Background: an optimization exercise with open tools, aiming at small area and a short achievable clock period. Do not read the settings as production practice.
Function was not checked in any run shown here: the RTL went through the layout flow alone.
Power and IR drop assume default switching activity.

==> flow/design.v <==
`timescale 1ns / 1ps
package swz_pkg;
  localparam int FRAC_BITS  = 16;
  localparam int IDX_W      = 12;
  localparam int STEP_W     = 29;
  localparam int SINT_W     = STEP_W - FRAC_BITS;   
  localparam int T4_W       = 11;                   
  localparam int RB_W       = 20;                   
  localparam int OFF_W      = 26;
  localparam int CFG_IDX_W  = 3;
  localparam int CFG_DATA_W = 32;
  localparam logic [CFG_IDX_W-1:0] REG_SOURCE_WIDTH  = 3'd0;
  localparam logic [CFG_IDX_W-1:0] REG_SOURCE_HEIGHT = 3'd1;
  localparam logic [CFG_IDX_W-1:0] REG_OUT_WIDTH     = 3'd2;
  localparam logic [CFG_IDX_W-1:0] REG_OUT_HEIGHT    = 3'd3;
  localparam logic [CFG_IDX_W-1:0] REG_STEP_X        = 3'd4;
  localparam logic [CFG_IDX_W-1:0] REG_STEP_Y        = 3'd5;
  localparam logic [CFG_IDX_W-1:0] REG_HAS_ALPHA     = 3'd6;
  localparam logic [7:0] ALPHA_OPAQUE = 8'd255;
  typedef struct packed {
    logic [IDX_W-1:0]  src_w_m1;
    logic [IDX_W-1:0]  src_h_m1;
    logic [T4_W-1:0]   out_w4m1;
    logic [T4_W-1:0]   out_h4m1;
    logic [STEP_W-1:0] step_x;
    logic [STEP_W-1:0] step_y;
    logic              has_alpha;
  } cfg_t;
endpackage
`timescale 1ns / 1ps
module swz_cfg_regs (
  input  logic          clk,
  input  logic          rst_n,
  input  logic                              cfg_wr_valid,
  output logic                              cfg_wr_ready,
  input  logic [swz_pkg::CFG_IDX_W-1:0]      cfg_wr_index,
  input  logic [swz_pkg::CFG_DATA_W-1:0]     cfg_wr_data,
  output swz_pkg::cfg_t cfg
);
  swz_pkg::cfg_t cfg_r;
  logic [12:0] wr_dim;
  logic [11:0] src_m1;
  logic [10:0] out_4m1;
  assign wr_dim = cfg_wr_data[12:0];
  assign src_m1 = wr_dim[12] ? 12'hFFF :
                  (wr_dim[11:0] == 12'd0) ? 12'd0 : wr_dim[11:0] - 12'd1;
  assign out_4m1 = wr_dim[12] ? 11'd1023 : {1'b0, wr_dim[11:2]} - 11'd1;
  assign cfg_wr_ready = 1'b1;
  assign cfg          = cfg_r;
  always_ff @(posedge clk) begin
    if (!rst_n) begin
      cfg_r.src_w_m1  <= '0;
      cfg_r.src_h_m1  <= '0;
      cfg_r.out_w4m1  <= '1;
      cfg_r.out_h4m1  <= '1;
      cfg_r.step_x    <= swz_pkg::STEP_W'(1 << swz_pkg::FRAC_BITS);
      cfg_r.step_y    <= swz_pkg::STEP_W'(1 << swz_pkg::FRAC_BITS);
      cfg_r.has_alpha <= 1'b0;
    end else if (cfg_wr_valid) begin
      case (cfg_wr_index)
        swz_pkg::REG_SOURCE_WIDTH:  cfg_r.src_w_m1  <= src_m1;
        swz_pkg::REG_SOURCE_HEIGHT: cfg_r.src_h_m1  <= src_m1;
        swz_pkg::REG_OUT_WIDTH:     cfg_r.out_w4m1  <= out_4m1;
        swz_pkg::REG_OUT_HEIGHT:    cfg_r.out_h4m1  <= out_4m1;
        swz_pkg::REG_STEP_X:        cfg_r.step_x    <= cfg_wr_data[swz_pkg::STEP_W-1:0];
        swz_pkg::REG_STEP_Y:        cfg_r.step_y    <= cfg_wr_data[swz_pkg::STEP_W-1:0];
        swz_pkg::REG_HAS_ALPHA:     cfg_r.has_alpha <= cfg_wr_data[0];
        default: ;
      endcase
    end
  end
endmodule
`timescale 1ns / 1ps
module rgba8_tile_swizzle_downscale_unit (
  input  logic       clk,
  input  logic       rst_n,
  input  logic        in_valid,
  output logic        in_ready,
  input  logic [7:0]  in_red,
  input  logic [7:0]  in_green,
  input  logic [7:0]  in_blue,
  input  logic [7:0]  in_alpha,
  output logic        out_valid,
  input  logic        out_ready,
  output logic [25:0] out_byte_offset,
  output logic [7:0]  out_alpha,
  output logic [7:0]  out_red,
  output logic [7:0]  out_green,
  output logic [7:0]  out_blue,
  output logic        out_frame_done,
  input  logic        cfg_valid,
  output logic        cfg_ready,
  input  logic [2:0]  cfg_index,
  input  logic [31:0] cfg_data
);
  localparam int FB = swz_pkg::FRAC_BITS;
  localparam int IW = swz_pkg::IDX_W;
  localparam int DW = swz_pkg::IDX_W;
  localparam int SW = swz_pkg::SINT_W;
  localparam int RW = swz_pkg::RB_W;
  swz_pkg::cfg_t cfg;
  logic [IW-1:0] src_col_r, src_row_r;      
  logic [IW-1:0] dst_col_r, dst_row_r;      
  logic          col_full_r, row_full_r;    
  logic [FB-1:0] col_frac_r, row_frac_r;    
  logic [DW-1:0] col_dist_r, row_dist_r;    
  logic          col_cy_r, row_cy_r;        
  logic          col_ok_r, row_ok_r;        
  logic          sx_is0, sx_is1, sy_is0, sy_is1;
  logic [RW-1:0] row_base_r;                
  logic                      out_valid_r;
  logic [swz_pkg::OFF_W-1:0] out_offset_r;
  logic [7:0]                out_alpha_r, out_red_r, out_green_r, out_blue_r;
  logic                      out_done_r;
  logic in_fire;
  logic row_sel, col_sel, emit;
  logic row_end, frame_end;
  logic col_last, row_last;
  logic [FB:0]   col_frac_sum, row_frac_sum;
  logic [RW-1:0] blk;
  swz_cfg_regs u_cfg (
    .clk    (clk),
    .rst_n  (rst_n),
    .cfg_wr_valid (cfg_valid),
    .cfg_wr_ready (cfg_ready),
    .cfg_wr_index (cfg_index),
    .cfg_wr_data  (cfg_data),
    .cfg    (cfg)
  );
  assign in_ready = !out_valid_r || out_ready;
  assign in_fire  = in_valid && in_ready;
  assign col_sel   = !col_full_r && !cfg.out_w4m1[10] && col_ok_r;
  assign row_sel   = !row_full_r && !cfg.out_h4m1[10] && row_ok_r;
  assign sx_is0    = cfg.step_x[FB+SW-1:FB] == SW'(0);
  assign sx_is1    = cfg.step_x[FB+SW-1:FB] == SW'(1);
  assign sy_is0    = cfg.step_y[FB+SW-1:FB] == SW'(0);
  assign sy_is1    = cfg.step_y[FB+SW-1:FB] == SW'(1);
  assign emit      = row_sel && col_sel;
  assign row_end   = src_col_r == cfg.src_w_m1;
  assign frame_end = row_end && (src_row_r == cfg.src_h_m1);
  assign col_last  = (dst_col_r[1:0] == 2'b11) && (dst_col_r[IW-1:2] == cfg.out_w4m1[9:0]);
  assign row_last  = (dst_row_r[1:0] == 2'b11) && (dst_row_r[IW-1:2] == cfg.out_h4m1[9:0]);
  assign col_frac_sum = {1'b0, col_frac_r} + {1'b0, cfg.step_x[FB-1:0]};
  assign row_frac_sum = {1'b0, row_frac_r} + {1'b0, cfg.step_y[FB-1:0]};
  assign blk = row_base_r + RW'(dst_col_r[IW-1:2]);
  always_ff @(posedge clk) begin
    if (!rst_n) begin
      src_col_r  <= '0;
      src_row_r  <= '0;
      dst_col_r  <= '0;
      dst_row_r  <= '0;
      col_full_r <= 1'b0;
      row_full_r <= 1'b0;
      col_frac_r <= '0;
      row_frac_r <= '0;
      col_dist_r <= '0;
      row_dist_r <= '0;
      col_cy_r   <= 1'b1;
      row_cy_r   <= 1'b1;
      col_ok_r   <= 1'b1;
      row_ok_r   <= 1'b1;
      row_base_r <= '0;
    end else if (in_fire) begin
      if (row_end) begin
        src_col_r  <= '0;
        dst_col_r  <= '0;
        col_full_r <= 1'b0;
        col_frac_r <= '0;
        col_dist_r <= '0;
        col_cy_r   <= 1'b1;
        col_ok_r   <= 1'b1;
        if (frame_end) begin
          src_row_r  <= '0;
          dst_row_r  <= '0;
          row_full_r <= 1'b0;
          row_frac_r <= '0;
          row_dist_r <= '0;
          row_cy_r   <= 1'b1;
          row_ok_r   <= 1'b1;
          row_base_r <= '0;
        end else begin
          src_row_r <= src_row_r + 1'b1;
          if (row_sel) begin
            dst_row_r  <= dst_row_r + 1'b1;
            row_full_r <= row_last;
            row_frac_r <= row_frac_sum[FB-1:0];
            row_dist_r <= cfg.step_y[FB+SW-1] ? '0 : cfg.step_y[FB+DW-1:FB];
            row_cy_r   <= !cfg.step_y[FB+SW-1] && row_frac_sum[FB];
            row_ok_r   <= row_frac_sum[FB] ? sy_is0 : sy_is1;
            if (dst_row_r[1:0] == 2'b11)
              row_base_r <= row_base_r + RW'(cfg.out_w4m1[9:0]) + 1'b1;
          end else begin
            row_dist_r <= row_dist_r - 1'b1;
            row_ok_r   <= row_dist_r == (row_cy_r ? DW'(1) : DW'(2));
          end
        end
      end else begin
        src_col_r <= src_col_r + 1'b1;
        if (col_sel) begin
          dst_col_r  <= dst_col_r + 1'b1;
          col_full_r <= col_last;
          col_frac_r <= col_frac_sum[FB-1:0];
          col_dist_r <= cfg.step_x[FB+SW-1] ? '0 : cfg.step_x[FB+DW-1:FB];
          col_cy_r   <= !cfg.step_x[FB+SW-1] && col_frac_sum[FB];
          col_ok_r   <= col_frac_sum[FB] ? sx_is0 : sx_is1;
        end else begin
          col_dist_r <= col_dist_r - 1'b1;
          col_ok_r   <= col_dist_r == (col_cy_r ? DW'(1) : DW'(2));
        end
      end
    end
  end
  always_ff @(posedge clk) begin
    if (!rst_n) begin
      out_valid_r <= 1'b0;
    end else if (in_ready) begin
      out_valid_r <= in_valid && emit;
    end
  end
  always_ff @(posedge clk) begin
    if (in_ready) begin
      out_offset_r <= {blk, 1'b0, dst_row_r[1:0], dst_col_r[1:0], 1'b0};
      out_alpha_r  <= cfg.has_alpha ? in_alpha : swz_pkg::ALPHA_OPAQUE;
      out_red_r    <= in_red;
      out_green_r  <= in_green;
      out_blue_r   <= in_blue;
      out_done_r   <= col_last && row_last;
    end
  end
  assign out_valid       = out_valid_r;
  assign out_byte_offset = out_offset_r;
  assign out_alpha       = out_alpha_r;
  assign out_red         = out_red_r;
  assign out_green       = out_green_r;
  assign out_blue        = out_blue_r;
  assign out_frame_done  = out_done_r;
endmodule
==> flow/flow/run.sh <==
#!/bin/bash
# Standard ORFS layout (the standard.sh, unchanged synthesis), with the
# port buffers inserted as the smallest plain buffer instead of the default
# delay buffer; timing repair still resizes them where a path needs it.
set -euo pipefail
export BUFFER_PORTS_ARGS="-buffer_cell sky130_fd_sc_hd__buf_1"
bash standard.sh > standard_flow.log 2>&1
==> flow/standard.sh <==
#!/bin/bash
# synth_recipe.tcl (not shown) runs the flow's synth.tcl, then flattens the netlist and writes it again
# the make line also repeats each setting of config.mk as NAME=value (left out here)
make -C /OpenROAD-flow-scripts/flow DESIGN_CONFIG=/design/flow/config.mk WORK_HOME=/design/flow/orfs CLKGATE_MAP_FILE= SYNTH_SCRIPT=/design/flow/synth_recipe.tcl "${@:-finish}"
==> flow/config.mk <==
export PLATFORM = sky130hd
export DESIGN_NAME = rgba8_tile_swizzle_downscale_unit
export DESIGN_NICKNAME = rgba8_tile_swizzle_downscale_unit
export VERILOG_FILES = /design/flow/design.v
export SDC_FILE = /design/flow/constraint.sdc
export NUM_CORES = 4
export LEC_CHECK = 0
export ABC_CLOCK_PERIOD_IN_PS = 2500
export CAP_MARGIN = 20
export CORE_MARGIN = 2
export CORE_UTILIZATION = 55
export CTS_BUF_LIST = sky130_fd_sc_hd__clkbuf_8
export CTS_CLUSTER_DIAMETER = 50
export CTS_CLUSTER_SIZE = 12
export SETUP_SLACK_MARGIN = 2.8
export SLEW_MARGIN = 20
==> flow/constraint.sdc <==
create_clock -name core_clock -period 5.6 [get_ports {clk}]
set_input_delay 1.1200 -clock core_clock [delete_from_list [all_inputs] [get_ports {clk}]]
set_output_delay 1.1200 -clock core_clock [all_outputs]
set_load 0.01 [all_outputs]
==> run summary, run 1 <==
drt drc: 0
run status: complete, no violations
Max FO, Critical Path: 5
CTS max path bufs: 3
Avg WL per Cell: 18.00 um
fin nets: 1970
via count: 13062
sequential share of the synthesized area: 42.58%
# Max-Cap Violations: 0
Final Cycle Share: 50.23%
largest net degree at the start of global routing: 66
EDFF count, synth: 57
CP Launch Type: input port
hold-critical path depth: 2
Synth area leader: dfxtp_1
Final Util: 62.63%
Crit-path slowest cell: nand2b_4
ys flop type: dfxtp_1
Slew HR: 25.38%
vias per cell: 5.937
Reg2Reg Depth: 8
Arr. time, crit path: 1.69 ns
Synth Register Bits: 293
synth top area cells: dfxtp_1 (31%), edfxtp_1 (11%), nand2_1 (6.0%), ha_1 (5.0%), a21oi_1 (4.7%)
shortest period the worst path allows: 2.813 ns
Worst Tran Pin Value: 1.119 ns
Cell Pwr Density: 280.2 nW/um^2
hold slack: 0.4616 ns
initial antenna violation count: 1
# H-tree levels: 2
total negative slack: 0 ns
Clock Sink Count: 293
critical path class: in2out
DRT Wirelength: 39600 um
Synth Instances: 1734
fill cell count: 2444
Setup Viol. Count Final: 0
vias in the first global route: 12091
root buffer cell: clkbuf_8
global-route wire length before repair: 63010 um
Worst Hold Class: reg2reg
RD Place Congestion: 0.8978
Site Rows: 60
Yosys warning count: 2
Die W: 169.8 um
synthesized area per cell: 8.717 um^2
die footprint: 28830 um^2
clock latency on the worst-skew pair: 0.56 ns
Netlist cell types: 77
most frequent cells in the layout: nand2_1 (242), dfxtp_1 (236), a21oi_1 (142)
IO Port Bufs: 127
I/O pins: 134
Max Clock Skew: 0.02019 ns
CTS buffer count: 37
maximum vdd ir drop: 0.0002182 V
Achievable Freq: 355.5 MHz
most common cell after layout, fill and taps aside: nand2_1
fraction of registers with async set/reset: 0%
RSZ-0062 raised after global routing: yes
Layout area overhead: 11.67%
crit path cell chain: clkbuf_2 > nand2b_4 > buf_16 > clkbuf_2
CP Data Required Time: 4.48 ns
Synth top area share: 31.26%
Diodes inserted: 0
die height: 169.8 um
Hold Vio Cnt, Final: 0
HPWL after detailed placement: 27030 um
grt ovf: 0
Final Max Tran Viols: 0
most used cell along the critical path: clkbuf_2
Initial DRT Pass Iterations: 5
max incr delay on CP: 0.19 ns
share of cells above drive strength 1: 7.047%
Lkg Pwr: 6.507 nW
Mapped Area: 15120 um^2
remaining antenna violation count: 0
DRT iter0 DRCs: 1019
crit path capture type: output port
CTS tree: yes
Core Area: 26950 um^2
Starting Density: 56.09%
GRT Total Usage: 27.22%
CTS clk-pin slew, worst paths: 0.08 ns
==> report_power, final <==
part,total (W),switching (W),internal (W)
Sequential,0.00227,0.0000626,0.00221
Combinational,0.000694,0.000449,0.000245
Clock,0.00176,0.000850,0.000913
Total,0.00473,0.00136,0.00337
==> cell type report <==
type | count | area [um^2] | area share [%]
multi-input combinational | 1302 | 8272 | 49.00
sequential | 293 | 6436 | 38.13
timing repair buffer | 153 | 745.7 | 4.418
clock buffer | 40 | 550.5 | 3.261
tap | 341 | 426.7 | 2.528
clock inverter | 25 | 275.3 | 1.631
inverter | 46 | 173.9 | 1.030
==> cells by family (layout without fill, tap and decap cells) <==
group / count (synthesis) / in the layout / share of synthesized area (%)
AOI/OAI and AO/OA: 426 / 426 / 18.46
xor gates and xnor gates: 135 / 135 / 7.822
adders and majority gates: 65 / 65 / 5.579
buffers and inverters: 141 / 264 / 3.692
DFF: 293 / 293 / 42.58
muxes: 8 / 8 / 0.5298
other: 2 / 3 / 0.04968
and+or+nand+nor: 664 / 665 / 21.29
==> worst max-delay path, delay by kind of cell <==
kind / cells / cell delay, ns
buffers and inverters: 3 / 0.38
and+or+nand+nor: 1 / 0.19
==> cell usage after synthesis, types with 4 or more instances <==
cell,count
nand3_1,69
o311ai_0,4
clkbuf_1,75
a211oi_1,18
xnor2_1,73
o22ai_1,8
o21bai_1,9
o21a_1,18
and4_1,4
a22oi_1,25
a21oi_1,142
o2111ai_1,4
a22o_1,10
o21ai_0,52
nor3b_1,7
inv_1,46
o211ai_1,39
nor2b_1,9
nor2_1,131
buf_2,13
a2111oi_0,6
and3_1,26
o41ai_1,6
dfxtp_1,236
nand2_1,243
xor2_1,62
o31ai_1,17
mux2i_1,8
a41oi_1,4
nor3_1,39
fa_1,4
and2_1,8
or4_1,16
ha_1,61
a21o_1,16
edfxtp_1,57
a31oi_1,13
o2bb2ai_1,8
nand2b_1,24
or3_1,16
nor4_1,23
nand4_1,29
==> per-stage QoR <==
step	std cells	cell area, um^2	total power, W	setup WS [ns]
final	2200	16880	0.004730	2.787
after global routing	2200	16880	0.004942	2.794
after CTS	2194	16810	0.004753	2.698
after detailed placement	2126	15870	0.002993	2.144
after global placement	2126	15870	0.002982	2.158
after floorplan	1735	15290	0.002823	2.602
==> metal layers <==
metal  up-vias  global-route usage [%]  part of all wire (%)
li1       6457                       -                     -
met3        59                   3.801                   5.1
met1      6164                   36.79                    46
met2       382                   45.52                    47
met4         0                   7.990                   2.2
met5         -                       0                     0
==> what timing repair did <==
item | CTS | global route
hold buffers | 0 | 0
pin swaps | 0 | 3
resized for setup | 10 | 8
setup endpoints to repair | 30 | 41
gates cloned | 2 | 1
endpoints found under the hold margin | 0 | 0
buffers inserted | 1 | 5
==> path summary, 6_finish.rpt <==
check                                     from                    endpoint  slack, ns
setup / recovery                     out_ready                    in_ready       2.79
hold / removal      row_dist_r[4]$_SDFFE_PN0P_  row_dist_r[4]$_SDFFE_PN0P_       0.46
hold reg to reg     row_dist_r[4]$_SDFFE_PN0P_  row_dist_r[4]$_SDFFE_PN0P_       0.46
setup reg to reg  u_cfg.cfg_r[30]$_SDFFE_PN0P_       col_ok_r$_SDFFE_PN1P_       2.97
==> state kept, by name, indices dropped and copies added (netlist names), 8 cells and up <==
| register | cells |
|---|---|
| col_dist_r | 12 |
| col_frac_r | 16 |
| dst_col_r | 12 |
| dst_row_r | 12 |
| out_alpha_r | 8 |
| out_blue_r | 8 |
| out_green_r | 8 |
| out_offset_r | 24 |
| out_red_r | 8 |
| row_base_r | 20 |
| row_dist_r | 12 |
| row_frac_r | 16 |
| src_col_r | 12 |
| src_row_r | 12 |
| u_cfg.cfg_r | 105 |
==> inputs of run 2 (changes only) <==
--- a/flow/design.v
+++ b/flow/design.v
@@ -95,18 +95,17 @@
 );
   localparam int FB = swz_pkg::FRAC_BITS;
   localparam int IW = swz_pkg::IDX_W;
-  localparam int DW = swz_pkg::IDX_W;
-  localparam int SW = swz_pkg::SINT_W;
+  localparam int DW = swz_pkg::SINT_W;
   localparam int RW = swz_pkg::RB_W;
   swz_pkg::cfg_t cfg;
   logic [IW-1:0] src_col_r, src_row_r;      
+  logic          row_end_r;                 
+  logic          last_row_r;                
   logic [IW-1:0] dst_col_r, dst_row_r;      
-  logic          col_full_r, row_full_r;    
   logic [FB-1:0] col_frac_r, row_frac_r;    
   logic [DW-1:0] col_dist_r, row_dist_r;    
   logic          col_cy_r, row_cy_r;        
   logic          col_ok_r, row_ok_r;        
-  logic          sx_is0, sx_is1, sy_is0, sy_is1;
   logic [RW-1:0] row_base_r;                
   logic                      out_valid_r;
   logic [swz_pkg::OFF_W-1:0] out_offset_r;
@@ -116,7 +115,10 @@
   logic row_sel, col_sel, emit;
   logic row_end, frame_end;
   logic col_last, row_last;
+  logic sx_is0, sx_is1, sy_is0, sy_is1;
+  logic src_w_is1, src_h_is1, wr_dim_le1;
   logic [FB:0]   col_frac_sum, row_frac_sum;
+  logic [IW-1:0] src_col_inc, src_row_inc;
   logic [RW-1:0] blk;
   swz_cfg_regs u_cfg (
     .clk    (clk),
@@ -129,28 +131,33 @@
   );
   assign in_ready = !out_valid_r || out_ready;
   assign in_fire  = in_valid && in_ready;
-  assign col_sel   = !col_full_r && !cfg.out_w4m1[10] && col_ok_r;
-  assign row_sel   = !row_full_r && !cfg.out_h4m1[10] && row_ok_r;
-  assign sx_is0    = cfg.step_x[FB+SW-1:FB] == SW'(0);
-  assign sx_is1    = cfg.step_x[FB+SW-1:FB] == SW'(1);
-  assign sy_is0    = cfg.step_y[FB+SW-1:FB] == SW'(0);
-  assign sy_is1    = cfg.step_y[FB+SW-1:FB] == SW'(1);
+  assign col_sel   = col_ok_r && !cfg.out_w4m1[10];
+  assign row_sel   = row_ok_r && !cfg.out_h4m1[10];
   assign emit      = row_sel && col_sel;
-  assign row_end   = src_col_r == cfg.src_w_m1;
-  assign frame_end = row_end && (src_row_r == cfg.src_h_m1);
+  assign row_end   = row_end_r;
+  assign frame_end = row_end_r && last_row_r;
   assign col_last  = (dst_col_r[1:0] == 2'b11) && (dst_col_r[IW-1:2] == cfg.out_w4m1[9:0]);
   assign row_last  = (dst_row_r[1:0] == 2'b11) && (dst_row_r[IW-1:2] == cfg.out_h4m1[9:0]);
+  assign sx_is0    = cfg.step_x[FB+DW-1:FB] == DW'(0);
+  assign sx_is1    = cfg.step_x[FB+DW-1:FB] == DW'(1);
+  assign sy_is0    = cfg.step_y[FB+DW-1:FB] == DW'(0);
+  assign sy_is1    = cfg.step_y[FB+DW-1:FB] == DW'(1);
+  assign src_w_is1 = cfg.src_w_m1 == '0;
+  assign src_h_is1 = cfg.src_h_m1 == '0;
+  assign wr_dim_le1 = cfg_data[12:1] == '0;
   assign col_frac_sum = {1'b0, col_frac_r} + {1'b0, cfg.step_x[FB-1:0]};
   assign row_frac_sum = {1'b0, row_frac_r} + {1'b0, cfg.step_y[FB-1:0]};
+  assign src_col_inc  = src_col_r + 1'b1;
+  assign src_row_inc  = src_row_r + 1'b1;
   assign blk = row_base_r + RW'(dst_col_r[IW-1:2]);
   always_ff @(posedge clk) begin
     if (!rst_n) begin
       src_col_r  <= '0;
       src_row_r  <= '0;
+      row_end_r  <= 1'b1;
+      last_row_r <= 1'b1;
       dst_col_r  <= '0;
       dst_row_r  <= '0;
-      col_full_r <= 1'b0;
-      row_full_r <= 1'b0;
       col_frac_r <= '0;
       row_frac_r <= '0;
       col_dist_r <= '0;
@@ -163,30 +170,30 @@
     end else if (in_fire) begin
       if (row_end) begin
         src_col_r  <= '0;
+        row_end_r  <= src_w_is1;
         dst_col_r  <= '0;
-        col_full_r <= 1'b0;
         col_frac_r <= '0;
         col_dist_r <= '0;
         col_cy_r   <= 1'b1;
         col_ok_r   <= 1'b1;
         if (frame_end) begin
           src_row_r  <= '0;
+          last_row_r <= src_h_is1;
           dst_row_r  <= '0;
-          row_full_r <= 1'b0;
           row_frac_r <= '0;
           row_dist_r <= '0;
           row_cy_r   <= 1'b1;
           row_ok_r   <= 1'b1;
           row_base_r <= '0;
         end else begin
-          src_row_r <= src_row_r + 1'b1;
+          src_row_r  <= src_row_inc;
+          last_row_r <= src_row_inc == cfg.src_h_m1;
           if (row_sel) begin
             dst_row_r  <= dst_row_r + 1'b1;
-            row_full_r <= row_last;
             row_frac_r <= row_frac_sum[FB-1:0];
-            row_dist_r <= cfg.step_y[FB+SW-1] ? '0 : cfg.step_y[FB+DW-1:FB];
-            row_cy_r   <= !cfg.step_y[FB+SW-1] && row_frac_sum[FB];
-            row_ok_r   <= row_frac_sum[FB] ? sy_is0 : sy_is1;
+            row_dist_r <= row_last ? '0 : cfg.step_y[FB+DW-1:FB];
+            row_cy_r   <= !row_last && row_frac_sum[FB];
+            row_ok_r   <= !row_last && (row_frac_sum[FB] ? sy_is0 : sy_is1);
             if (dst_row_r[1:0] == 2'b11)
               row_base_r <= row_base_r + RW'(cfg.out_w4m1[9:0]) + 1'b1;
           end else begin
@@ -195,19 +202,22 @@
           end
         end
       end else begin
-        src_col_r <= src_col_r + 1'b1;
+        src_col_r <= src_col_inc;
+        row_end_r <= src_col_inc == cfg.src_w_m1;
         if (col_sel) begin
           dst_col_r  <= dst_col_r + 1'b1;
-          col_full_r <= col_last;
           col_frac_r <= col_frac_sum[FB-1:0];
-          col_dist_r <= cfg.step_x[FB+SW-1] ? '0 : cfg.step_x[FB+DW-1:FB];
-          col_cy_r   <= !cfg.step_x[FB+SW-1] && col_frac_sum[FB];
-          col_ok_r   <= col_frac_sum[FB] ? sx_is0 : sx_is1;
+          col_dist_r <= col_last ? '0 : cfg.step_x[FB+DW-1:FB];
+          col_cy_r   <= !col_last && col_frac_sum[FB];
+          col_ok_r   <= !col_last && (col_frac_sum[FB] ? sx_is0 : sx_is1);
         end else begin
           col_dist_r <= col_dist_r - 1'b1;
           col_ok_r   <= col_dist_r == (col_cy_r ? DW'(1) : DW'(2));
         end
       end
+    end else if (cfg_valid) begin
+      if (cfg_index == swz_pkg::REG_SOURCE_WIDTH)  row_end_r  <= wr_dim_le1;
+      if (cfg_index == swz_pkg::REG_SOURCE_HEIGHT) last_row_r <= wr_dim_le1;
     end
   end
   always_ff @(posedge clk) begin
--- a/flow/config.mk
+++ b/flow/config.mk
@@ -9,8 +9,5 @@
 export CAP_MARGIN = 20
 export CORE_MARGIN = 2
 export CORE_UTILIZATION = 55
-export CTS_BUF_LIST = sky130_fd_sc_hd__clkbuf_8
-export CTS_CLUSTER_DIAMETER = 50
-export CTS_CLUSTER_SIZE = 12
-export SETUP_SLACK_MARGIN = 2.8
+export SETUP_SLACK_MARGIN = 3.0
 export SLEW_MARGIN = 20
==> run 2 against run 1 <==
  * Worst hold slack got worse by 0.0013 ns
  * Combinational power is 18% lower
  * Utilization increased by 3.3 points
  * Via count is 1.0% higher
  * Still clean on timing, DRC and antenna
  * First-iteration DRC count is 2.6% higher
  * Synthesized cell count grew 1.7%
  * Synthesized area down 0.26%
  * Global-route usage rose by 0.86 points
==> run summary, run 2 <==
hold slack: 0.4602 ns (-0.001328 ns)
Seq pwr share: 44.9% (-3.2 points)
area share of and/or/nand/nor cells after synthesis: 20.71% (-0.58 points)
Yosys warning count: 2 (unchanged)
most frequent cells in the layout: nand2_1 (258), dfxtp_1 (233), nor2_1 (171)
top-count cell post-synth: nand2_1
Hold Vio Cnt, Final: 0 (unchanged)
Synth Instances: 1764 (+1.7%)
total negative slack: 0 ns (unchanged)
shortest period the worst path allows: 2.898 ns (+0.08446 ns)
Max Clock Skew: 0.01631 ns (-0.003882 ns)
global-route wire length before repair: 64450 um (+2.3%)
Synth top area share: 31.60% (+0.35 points)
GRT Total Usage: 28.08% (+0.86 points)
run status: complete, no violations
I/O pins: 134 (unchanged)
hold path start: u_cfg.cfg_r[32]$_SDFFE_PN0P_
RR Startpoint: u_cfg.cfg_r[1]$_SDFFE_PN0P_
Achievable Freq: 345.1 MHz (-2.9%)
main combinational cell family by area after synthesis: simple AND/OR/NAND/NOR gates
dpl cells: 2153 (+1.3%)
mux share of post-synthesis cell area: 0.3403% (-0.19 points)
DRT iter0 DRCs: 1045 (+2.6%)
root buffer cell: clkbuf_16
clock latency on the worst-skew pair: 0.52 ns (-0.04 ns)
via count: 13196 (+1.0%)
Sw Ratio: 25.42% (-3.4 points)
share of cells above drive strength 1: 11.11% (+4.1 points)
max reg flops: 105 (unchanged)
CTS max path bufs: 3 (unchanged)
Layout area overhead: 17.84%
power share of the combinational group: 11.2% (-3.5 points)
critical path class: in2out
ys flop type: dfxtp_1
Max FO, Critical Path: 2 (-3)
Die W: 169.6 um (-0.13%)
fin nets: 2024 (+2.7%)
Arr. time, crit path: 1.78 ns (+0.09 ns)
initial antenna violation count: 2 (+1)
maximum vdd ir drop: 0.0002325 V (+6.5%)
Post-Place Cell Area: 15950 um^2 (+0.54%)
largest registers: u_cfg.cfg_r x105, out_offset_r x24, row_base_r x20
Initial DRT Pass Iterations: 6 (+1)
grt ovf: 0 (unchanged)
Internal: 0.003783 W (+12%)
Clock Sink Count: 295 (+0.68%)
CP Data Required Time: 4.48 ns (about the same)
Mapped Area: 15080 um^2 (-0.26%)
RSZ-0062 raised after global routing: yes
die height: 169.6 um (-0.13%)
Adder-Cell Fraction of Synth Area: 5.594% (+0.015 points)
top cells by count, synth: nand2_1 (265), dfxtp_1 (238), nor2_1 (181), a21oi_1 (168), xnor2_1 (96)
Site Rows: 60 (unchanged)
largest net degree at the start of global routing: 91 (+38%)
sequential share of the synthesized area: 42.96% (+0.38 points)
Final Util: 65.91% (+3.3 points)
# H-tree levels: 2 (unchanged)
Synth Area in Compound Gates: 17.83% (-0.63 points)
crit path capture type: output port
worst reg2reg setup slack: 2.98 ns (about the same)
Cell Pwr Density: 285.5 nW/um^2 (+1.9%)
Starting Density: 55.94% (-0.15 points)
Reg with most FFs: u_cfg.cfg_r
CP Launch Type: input port
Slew HR: 29.94% (+4.6 points)
Final Max Tran Viols: 0 (unchanged)
fraction of registers with async set/reset: 0% (unchanged)
Post-Synth XOR/XNOR Area: 9.171% (+1.3 points)
hold-critical path depth: 2 (unchanged)
DRT Wirelength: 40930 um (+3.3%)
Worst Tran Pin Value: 1.044 ns (-0.07545 ns)
synthesized area per cell: 8.546 um^2 (-2.0%)
Setup Viol. Count Final: 0 (unchanged)
EDFF count, synth: 57 (unchanged)
Net Sw Power: 0.001289 W (-5.3%)
vias per cell: 5.860 (-1.3%)
Final Cycle Share: 51.74% (+1.5 points)
Reg-to-Reg End: row_ok_r$_SDFFE_PN1P_
HPWL after detailed placement: 27830 um (+3.0%)
Reg2Reg Depth: 8 (unchanged)
finished layout cell area: 17760 um^2 (+5.2%)
vias in the first global route: 12134 (+0.36%)
Clock power frac: 43.8% (+6.5 points)
die footprint: 28750 um^2 (-0.26%)
hold path endpoint: u_cfg.cfg_r[32]$_SDFFE_PN0P_
Worst Hold Class: reg2reg
remaining antenna violation count: 0 (unchanged)
RD Place Congestion: 0.8942 (-0.40%)
CTS tree: yes
Post-Layout Cell Count: 2252 (+2.4%)
Netlist cell types: 78 (+1.3%)
CTS clk-pin slew, worst paths: 0.05 ns (-0.03 ns)
Synth area leader: dfxtp_1
CTS buffer count: 34 (-8.1%)
Avg WL per Cell: 18.17 um (+0.96%)
synth top area cells: dfxtp_1 (32%), edfxtp_1 (11%), nand2_1 (6.6%), a21oi_1 (5.6%), xnor2_1 (5.6%)
# Max-Cap Violations: 0 (unchanged)
Core Area: 26950 um^2 (unchanged)
IO Port Bufs: 127 (unchanged)
Lkg Pwr: 6.745 nW (+3.7%)
Synth Register Bits: 295 (+0.68%)
drt drc: 0 (unchanged)
most common cell after layout, fill and taps aside: nand2_1
-- run 2: cell types whose count changed after synthesis, sizes merged, moves of 9 or more --
cell and delta:
a21oi +25, a22oi +14, and3 -13, inv -15, nand2 +23, nand3 -10, nor2 +50, o211ai -13
o21a -11, o21ai +21, o31ai -9, or4 -10, xnor2 +24
-- run 2: what timing repair did --
| action | CTS | global route |
|---|---|---|
| cloned | 3 | 0 |
| pin swaps | 13 | 20 |
| resized for setup | 52 | 35 |
| setup endpoints to repair | 130 | 71 |
| hold buffers | 0 | 0 |
| setup buffers | 19 | 17 |
-- run 2: how the worst max path moves through the flow --
| stage | endpoint | slack [ns] | startpoint | cells past startpoint |
|---|---|---|---|---|
| 4_1_cts | in_ready | 2.72 | out_ready | 5 |
| 6_report | in_ready | 2.70 | out_ready | 5 |
| 3_5_place_dp | row_ok_r$_SDFFE_PN1P_ | 1.88 | out_ready | 9 |
| 2_1_floorplan | col_dist_r[8]$_SDFFE_PN0P_ | 2.40 | out_ready | 8 |
| 5_1_grt | in_ready | 2.69 | out_ready | 5 |
| 3_3_place_gp | row_ok_r$_SDFFE_PN1P_ | 1.88 | out_ready | 9 |
-- run 2: cells by family after synthesis --
family | Yosys count
and+or+nand+nor | 686
AOI/OAI and AO/OA | 430
DFF | 295
xor gates and xnor gates | 157
buffers and inverters | 124
adders and majority gates | 65
muxes | 5
other | 2
-- run 2: critical path: stages --
cell and delay (ns):
buf_6 0.10, nor2b_4 0.16, clkinvlp_4 0.14, buf_12 0.14, buf_6 0.11
-- run 2: power groups by stage --
stage	Combinational, W	Clock, W	Sequential (W)
floorplan	0.000399	0	0.00230
global placement	0.000513	0	0.00232
detailed placement	0.000520	0	0.00232
CTS	0.000541	0.00225	0.00228
global route	0.000628	0.00233	0.00229
finish	0.000571	0.00222	0.00228
-- run 2: stage by stage --
stage | total power (W) | setup slack (ns)
after floorplan | 0.002703 | 2.399
after global placement | 0.002833 | 1.878
after detailed placement | 0.002841 | 1.878
after CTS | 0.005071 | 2.719
after global routing | 0.005246 | 2.687
final | 0.005072 | 2.702
-- run 2: metal layers --
layer / track usage, % / up-vias / wire (um)
li1: - / 6500 / -
met1: 37.96 / 6246 / 18380
met2: 47.06 / 387 / 19390
met3: 3.801 / 63 / 2332
met4: 8.250 / 0 / 822
met5: 0 / - / 0
-- run 2: layout make-up --
| class | instances | area, um^2 |
|---|---|---|
| fill | 2298 | 9186 |
| multi-input combinational | 1347 | 8586 |
| sequential | 295 | 6487 |
| clock buffer | 51 | 1060 |
| timing repair buffer | 177 | 999.7 |
| tap | 341 | 426.7 |
| inverter | 32 | 136.4 |
| clock inverter | 6 | 61.31 |
| antenna | 3 | 7.507 |

-- separate check: timing with driven ports --
The results above use ideal ports. As a check the final layouts listed here were re-extracted and re-timed, cells and wires unchanged.
Step 1 sets driving cells, clkbuf_16 on the clock port and buf_2 on the other inputs (assumed; they add their load-dependent delay and slew).
Step 2 moves the port delays by t, midway between the first and last clock arrival at a register: inputs arrive t later, outputs are due t later. That takes back most of the time a late clock gives input paths.
Slacks: ideal ports / drivers / drivers and shift; pairs: ideal ports / drivers.
run | t (ns) | slack for setup (ns) | worst register clock-pin slew, ns
run 1 | 0.597 | 2.787 / 2.761 / 2.260 | 0.08 / 0.08
run 2 | 0.559 | 2.702 / 2.669 / 2.423 | 0.07 / 0.07
After both steps setup and hold are still met in every run listed. The setup slack of run 1, which loses most, moves by -0.026 ns with the drivers and by -0.527 ns with both steps.
